Background: an optimization exercise with open tools, aiming at small area, a short achievable clock period and few clock cycles per item. Do not read the settings as production practice. Only simulation tests tie the RTL to the original design; equivalence was not proved.

## north
Design alu_arbiter, start of the top module:
module alu_arbiter #(
    parameter int unsigned MUL_LAT = 3
) (
    input  logic        clk_i,
    input  logic        rst_i,
    input  logic        req0_valid_i,
    output logic        req0_ready_o,
    input  logic [2:0]  req0_op_i,
    input  logic [31:0] req0_src1_i,
    input  logic [31:0] req0_src2_i,
    input  logic        req1_valid_i,
    output logic        req1_ready_o,
    input  logic [2:0]  req1_op_i,
    input  logic [31:0] req1_src1_i,
    input  logic [31:0] req1_src2_i,
    output logic        rsp_valid_o,
    input  logic        rsp_ready_i,
    output logic        rsp_id_o,
    output logic [31:0] rsp_result_o,
    output logic        busy_o
);
Size in the first run: roughly 180 I/O pins, roughly 0.015 mm^2 of cells after synthesis.
Settings: LEC_CHECK=0, ABC_CLOCK_PERIOD_IN_PS=4000, CAP_MARGIN=20, CORE_MARGIN=2, CORE_UTILIZATION=40, SETUP_SLACK_MARGIN=4.6, SLEW_MARGIN=20; clock period 9.0 ns.
run.sh (not shown) runs the stock make flow with config.mk's settings and CLKGATE_MAP_FILE= SYNTH_SCRIPT=/design/flow/synth_recipe.tcl, a recipe that flattens the netlist after the stock synthesis.
Testbench counts of north, summed over its fixed seeds: cycles 3,103, items 2,400.
Relative to north, the following input files were edited for south:
- ABC_AREA: unset -> 1
- ABC_CLOCK_PERIOD_IN_PS: 4000 -> 6000
- SETUP_SLACK_MARGIN: 4.6 -> 4.45
==> flow/flow/run.sh (new file) <==
#!/bin/bash
# Standard synthesis and layout; the port buffers are made from the smallest
# buffer cell (buffer_ports -buffer_cell) instead of the default choice.
# make's output goes to synth.log and layout.log; each ORFS step keeps its
# own log under orfs/logs.
set -euo pipefail
bash standard.sh synth > synth.log 2>&1
bash standard.sh "BUFFER_PORTS_ARGS=-buffer_cell sky130_fd_sc_hd__buf_1" finish > layout.log 2>&1
==> flow/standard.sh (new file) <==
#!/bin/bash
# synth_recipe.tcl (not shown) runs the flow's synth.tcl, then flattens the netlist and writes it again
# the make line also repeats each setting of config.mk as NAME=value (left out here)
make -C /OpenROAD-flow-scripts/flow DESIGN_CONFIG=/design/flow/config.mk WORK_HOME=/design/flow/orfs CLKGATE_MAP_FILE= SYNTH_SCRIPT=/design/flow/synth_recipe.tcl "${@:-finish}"
removed: flow/run.sh
==> summary.txt <==
south: all stages complete, timing, DRC and antenna checks passed
The cell with the largest stage delay on the worst path comes out sky130_fd_sc_hd__fa_1 in one run and sky130_fd_sc_hd__o21ai_4 in the other, namely in north and south respectively.
south vs north on sequential fraction of total cell area: south is the higher one.
Compared south vs north, and initial standard-cell utilization of the core is up in south.
Against north, final non-filler cell total in south rose by more than 10%.
Modified inputs, east compared to south
- ABC_CLOCK_PERIOD_IN_PS: 6000 -> 4000
- SETUP_SLACK_MARGIN: 4.45 -> 5
- CORE_UTILIZATION: 40 -> 65
- PLACE_DENSITY: unset -> 0.75
- ABC_AREA: 1 -> unset
## What came out
Result: PASS for each of south and east
Compare south and east | non-clock inverter total of the final layout higher: south
Taking south as the reference, in east cell count after placement down 828, global-route usage up 17 points, total wire length down 11%.
The inputs of west differ from those of east as listed below.
- swapping 65 for 40 in CORE_UTILIZATION
- clearing PLACE_DENSITY, which used to be 0.75
- swapping 5 for 4.45 in SETUP_SLACK_MARGIN
- putting CTS_CLUSTER_SIZE at 30 where nothing was set
- putting CTS_BUF_LIST at sky130_fd_sc_hd__clkbuf_4 sky130_fd_sc_hd__clkbuf_8 where nothing was set
- putting ABC_AREA at 1 where nothing was set
Results
Standard-cell row count in west is 17 higher than in east. Final area of west is on par with east. Delta (west minus east): shortest clock period the worst path allows after layout down 0.52 ns, met3 track demand over resource in global routing -13 points, fill cell instance count of the final layout has increased. east reports its worst setup path startpoint as ex_a_q[6] while west reports req1_valid_i. Taking east as the reference point, the number of cells on the critical path of west falls by 12. east → west: post-synthesis to final-layout area growth fell by 4.5 points, fmax increased by 12% relative to the old numbers.
Input-level comparison between middle and west:
- clearing CTS_BUF_LIST, which used to be sky130_fd_sc_hd__clkbuf_4 sky130_fd_sc_hd__clkbuf_8
- swapping 4.45 for 5 in SETUP_SLACK_MARGIN
- clearing CTS_CLUSTER_SIZE, which used to be 30
==> summary.txt <==
- Looking at first-pass GRT wire length across both flows, middle is the weaker of the two, with west ahead.
- For west, the last element of the critical path was req0_ready_o, unlike middle, where it was req1_ready_o.
- Summary: minimum clock period, middle better than west

alu_arbiter, a different RTL version from the one above (not shown whole).
Size: about 2200 cells after synthesis, about 15000 um^2 of cells after synthesis.
Settings: LEC_CHECK=0, ABC_AREA=1, ABC_CLOCK_PERIOD_IN_PS=4000, CAP_MARGIN=5, CORE_MARGIN=2, CORE_UTILIZATION=40, SETUP_SLACK_MARGIN=4.45, SLEW_MARGIN=5; clock period 9.0 ns.
standard.sh (not shown) runs the stock make flow with config.mk's settings and CLKGATE_MAP_FILE= SYNTH_SCRIPT=/design/flow/synth_recipe.tcl, a recipe that flattens the netlist after the stock synthesis.
==> flow/flow/run.sh <==
#!/bin/bash
# Standard synthesis, then the standard layout with the settings below
# passed to make. make's output goes to synth.log and layout.log; each ORFS
# step keeps its own log under orfs/logs.
set -euo pipefail
bash standard.sh synth > synth.log 2>&1
args=(
  "BUFFER_PORTS_ARGS=-buffer_cell sky130_fd_sc_hd__buf_1"
  "CTS_ARGS=-sink_clustering_enable -repair_clock_nets -dont_use_dummy_load -root_buf sky130_fd_sc_hd__clkbuf_8 -buf_list {sky130_fd_sc_hd__clkbuf_4 sky130_fd_sc_hd__clkbuf_8}"
)
bash standard.sh "${args[@]}" finish > layout.log 2>&1
Testbench counts at the start, summed over its fixed seeds: cycles 2,984, items 2,400.
Rerun with:
Settings changed: ABC_AREA 1 to unset, CAP_MARGIN 5 to 20, SETUP_SLACK_MARGIN 4.45 to 5, SLEW_MARGIN 5 to 20.
=>
- The changed run finished clean
- routed wire length decreases by 6.2%
- non-clock buffer count is higher by 32
- design area went up by 2.1%
- die area falls by 1.0%

job 3119:
alu_arbiter with an RTL version that a note above also has.
For scale: roughly 1800 cells after synthesis, about 120 flip-flops, about 180 I/O pins.
clock: 9.0 ns
lec_check: 0
abc_clock_period_in_ps: 4000
cap_margin: 20
core_margin: 2
core_utilization: 40
setup_slack_margin: 5
slew_margin: 20
run.sh (not shown) runs the stock make flow with config.mk's settings and CLKGATE_MAP_FILE= SYNTH_SCRIPT=/design/flow/synth_recipe.tcl, a recipe that flattens the netlist after the stock synthesis.
Stock flow here: none of the scripts above is used.
Testbench counts of job 3119, summed over its fixed seeds: cycles 3,103, items 2,400.
Setup changes, job 3119 to job 5979
Settings: setting ABC_AREA to 1 for the first time; changing SETUP_SLACK_MARGIN from 5 to 4.55.
==> flow/flow/run.sh (new file) <==
#!/bin/bash
# Standard synthesis and layout; the port buffers are made from the smallest
# buffer cell (buffer_ports -buffer_cell) instead of the default choice.
# make's output goes to synth.log and layout.log; each ORFS step keeps its
# own log under orfs/logs.
set -euo pipefail
bash standard.sh synth > synth.log 2>&1
bash standard.sh "BUFFER_PORTS_ARGS=-buffer_cell sky130_fd_sc_hd__buf_1" finish > layout.log 2>&1
==> flow/standard.sh (new file) <==
#!/bin/bash
# synth_recipe.tcl (not shown) runs the flow's synth.tcl, then flattens the netlist and writes it again
# the make line also repeats each setting of config.mk as NAME=value (left out here)
make -C /OpenROAD-flow-scripts/flow DESIGN_CONFIG=/design/flow/config.mk WORK_HOME=/design/flow/orfs CLKGATE_MAP_FILE= SYNTH_SCRIPT=/design/flow/synth_recipe.tcl "${@:-finish}"
removed: flow/run.sh
[summary]
The flow did not stop early for job 5979: all stages ran, and the layout cleared the timing, design-rule and antenna checks.
Looking at the reports, job 3119 completed the entire flow and the layout it produced met the timing, design-rule and antenna checks.
Compared with job 3119, job 5979 shows a shortest clock period the worst path allows after layout that is 0.40 ns lower.
Post-detailed-placement cell area, job 5979 vs job 3119: down by a few percent
The critical path class comes out in2out in one run and reg2reg in the other, namely in job 5979 and job 3119 respectively.
Routed wire in job 5979 totals more than in job 3119.
The final reports for job 5979 and job 3119 show final-layout clock buffer total higher in the former.
Changes observed in job 5979 relative to job 3119: die area rose 1500 um2, initial antenna violation count rose 1, area after synthesis rose about 4%, inverter count rose 206, number of standard cells in the final layout excluding fillers rose about 23%.
The setup slack of job 5979 is larger than that of job 3119.
rsp_res_q[23] as the destination of the critical timing path was reported by job 3119, and req0_ready_o by job 5979.
Modified inputs, job 2765 compared to job 5979
Settings: SETUP_SLACK_MARGIN: 4.55 -> 4.45.
==> flow/flow/run.sh <==
#!/bin/bash
# Standard synthesis, then the standard layout with the settings below
# passed to make. make's output goes to synth.log and layout.log; each ORFS
# step keeps its own log under orfs/logs.
set -euo pipefail
bash standard.sh synth > synth.log 2>&1
args=(
  "BUFFER_PORTS_ARGS=-buffer_cell sky130_fd_sc_hd__buf_1"
  "CTS_ARGS=-sink_clustering_enable -repair_clock_nets -dont_use_dummy_load -root_buf sky130_fd_sc_hd__clkbuf_8 -buf_list {sky130_fd_sc_hd__clkbuf_4 sky130_fd_sc_hd__clkbuf_8}"
)
bash standard.sh "${args[@]}" finish > layout.log 2>&1
[summary]
Job 2765 ends up with lower count of clock-net buffers in the final layout than job 5979 does.
Job 2765 ends up with lower final design utilization than job 5979 does.
In job 2765, the final clock period utilization by the worst path came out 0.36 points above the value in job 5979.
Starting density of the core came out exactly the same in job 2765 and job 5979.
Job 2765 closes out successfully: all stages finished, all timing, DRC and antenna checks passed.
Slowest stage cell on the critical path: sky130_fd_sc_hd__a21boi_2 -> job 2765, sky130_fd_sc_hd__o21ai_4 -> job 5979
The sequential cell area of job 5979 and that of job 2765 are within noise of each other.
Summary of job 2765 over job 5979: number of buffers other than clock buffers in the final layout went down; setup clock skew after layout increased by 0.028 ns relative to the old numbers.
Routed wire length ended up about 0.5% lower on job 2765 than on job 5979.
diff inputs: job 2765 => job 2941
Settings: a change of CORE_UTILIZATION from 40 to 50.
==> flow/flow/run.sh <==
#!/bin/bash
# Standard synthesis and layout; the port buffers are made from the smallest
# buffer cell (buffer_ports -buffer_cell) instead of the default choice.
# make's output goes to synth.log and layout.log; each ORFS step keeps its
# own log under orfs/logs.
set -euo pipefail
bash standard.sh synth > synth.log 2>&1
bash standard.sh "BUFFER_PORTS_ARGS=-buffer_cell sky130_fd_sc_hd__buf_1" finish > layout.log 2>&1
--- outcome ---
From job 2765 to job 2941 the numbers moved as follows: netlist area before placement barely changed, routability congestion estimate from global placement dropped 3.1%. Compare job 2765 and job 2941 | area of combinational cells with multiple inputs lower: job 2941. Cell with the biggest individual delay on the critical path: sky130_fd_sc_hd__o21ai_4 -> job 2941, sky130_fd_sc_hd__a21boi_2 -> job 2765. Job 2941 vs job 2765 — per-cell via count in the routed design climbed by a few percent.
#### Input delta (job 247 over job 2941)
Settings: CORE_UTILIZATION: 50 -> 40; CTS_CLUSTER_DIAMETER: unset -> 100; CTS_BUF_LIST: unset -> sky130_fd_sc_hd__clkbuf_8; CTS_CLUSTER_SIZE: unset -> 40.
==> comparison <==
Both conditions hold for job 247: the flow ran to the end and the final layout passed the timing, design-rule and antenna checks. For area of all placed cells without fillers, job 2941 and job 247 come out practically identical. Between job 247 and job 2941, the difference in period utilization is negligible. Between job 247 and job 2941, routed metal-1 wire length is lower for job 2941, job 247 comes in above that. Job 2941 → job 247: via count went down 244, number of nets in the finished design held, maximum frequency shows no meaningful change.
Inputs modified between job 247 and job 8207:
Settings: clearing CTS_BUF_LIST, which used to be sky130_fd_sc_hd__clkbuf_8; clearing CTS_CLUSTER_DIAMETER, which used to be 100; swapping 4.45 for 5 in SETUP_SLACK_MARGIN; clearing CTS_CLUSTER_SIZE, which used to be 40; clearing ABC_AREA, which used to be 1.
==> flow/flow/run.sh <==
#!/bin/bash
# Standard layout, with the port buffers made from the smallest buffer cell
# (buffer_ports -buffer_cell) instead of the default choice. The make output
# goes to make.log; each ORFS step keeps its own log under orfs/logs.
set -euo pipefail
bash standard.sh "BUFFER_PORTS_ARGS=-buffer_cell sky130_fd_sc_hd__buf_1" finish > make.log 2>&1
--- outcome ---
- Every stage of the flow completed for job 8207, and the final layout passed the timing, design-rule and antenna checks.
- Final instance count without filler cells, job 8207 vs job 247: down by more than 10%
- Going from job 247 to job 8207, the cell total after placement was found to have gone down by 597.
- Compared with job 247, job 8207 improves worst clock skew.
- [compare] base=job 247 new=job 8207: minimum setup slack in the final design went down by 0.30 ns, non-clock buffer count went up by 62.
- For job 8207, the worst setup path startpoint was ex_a_q[7], unlike job 247, where it was req1_valid_i.
- For the critical path depth, job 8207 came in 12 higher than job 247 did.
- Against job 247, number of tap cells inserted in job 8207 fell slightly.
- Compared with job 247, in job 8207 biggest fanout along the worst timing path went up 11, floorplan row count has decreased.

==> separate check: timing with driven ports <==
The flow's constraints put no driver on any port. The routed layouts listed below were extracted and timed again, unchanged, in two steps. Step 1 assumes that a clkbuf_16 drives the clock port and a buf_2 every other input. Step 2 times the ports against the registers' clock, not the clock port: input delays grow and output delays shrink by t, the midpoint of the rising clock arrivals with the driver on. Slacks: no drivers / after step 1 / after step 2; pairs: no drivers / after step 1.
| run | t (ns) | setup WS [ns] | worst setup path after step 2 | slew at the worst register clock pin (ns) | pins driven straight from the clock port |
|---|---|---|---|---|---|
| north | 0.495 | 4.115 / 4.115 / 4.115 | register to register | 0.07 / 0.07 | 1 |
| south | 0.501 | 4.485 / 4.462 / 4.390 | input to register | 0.08 / 0.08 | 1 |
| east | 0.485 | 3.966 / 3.966 / 3.966 | register to register | 0.08 / 0.08 | 1 |
| west | 0.533 | 4.491 / 4.469 / 4.469 | input to output | 0.11 / 0.11 | 1 |
| middle | 0.504 | 4.601 / 4.551 / 4.551 | input to output | 0.07 / 0.07 | 1 |
| the first run of note 2 | 0.516 | 4.502 / 4.480 / 4.480 | input to output | 0.10 / 0.10 | 1 |
| the second run of note 2 | 0.521 | 3.923 / 3.923 / 3.923 | register to register | 0.10 / 0.10 | 1 |
| job 3119 | 0.483 | 4.144 / 4.144 / 4.144 | register to register | 0.07 / 0.07 | 1 |
| job 5979 | 0.503 | 4.546 / 4.524 / 4.406 | input to register | 0.07 / 0.07 | 1 |
| job 2765 | 0.522 | 4.513 / 4.491 / 4.439 | input to register | 0.10 / 0.10 | 1 |
| job 2941 | 0.502 | 4.503 / 4.477 / 4.477 | input to output | 0.07 / 0.07 | 1 |
| job 247 | 0.533 | 4.491 / 4.469 / 4.469 | input to output | 0.11 / 0.11 | 1 |
| job 8207 | 0.488 | 4.191 / 4.191 / 4.191 | register to register | 0.07 / 0.07 | 1 |
After both steps every run listed still meets setup and hold. The setup slack of job 5979, which loses most, moves by -0.022 ns with the drivers and by -0.140 ns with both steps.
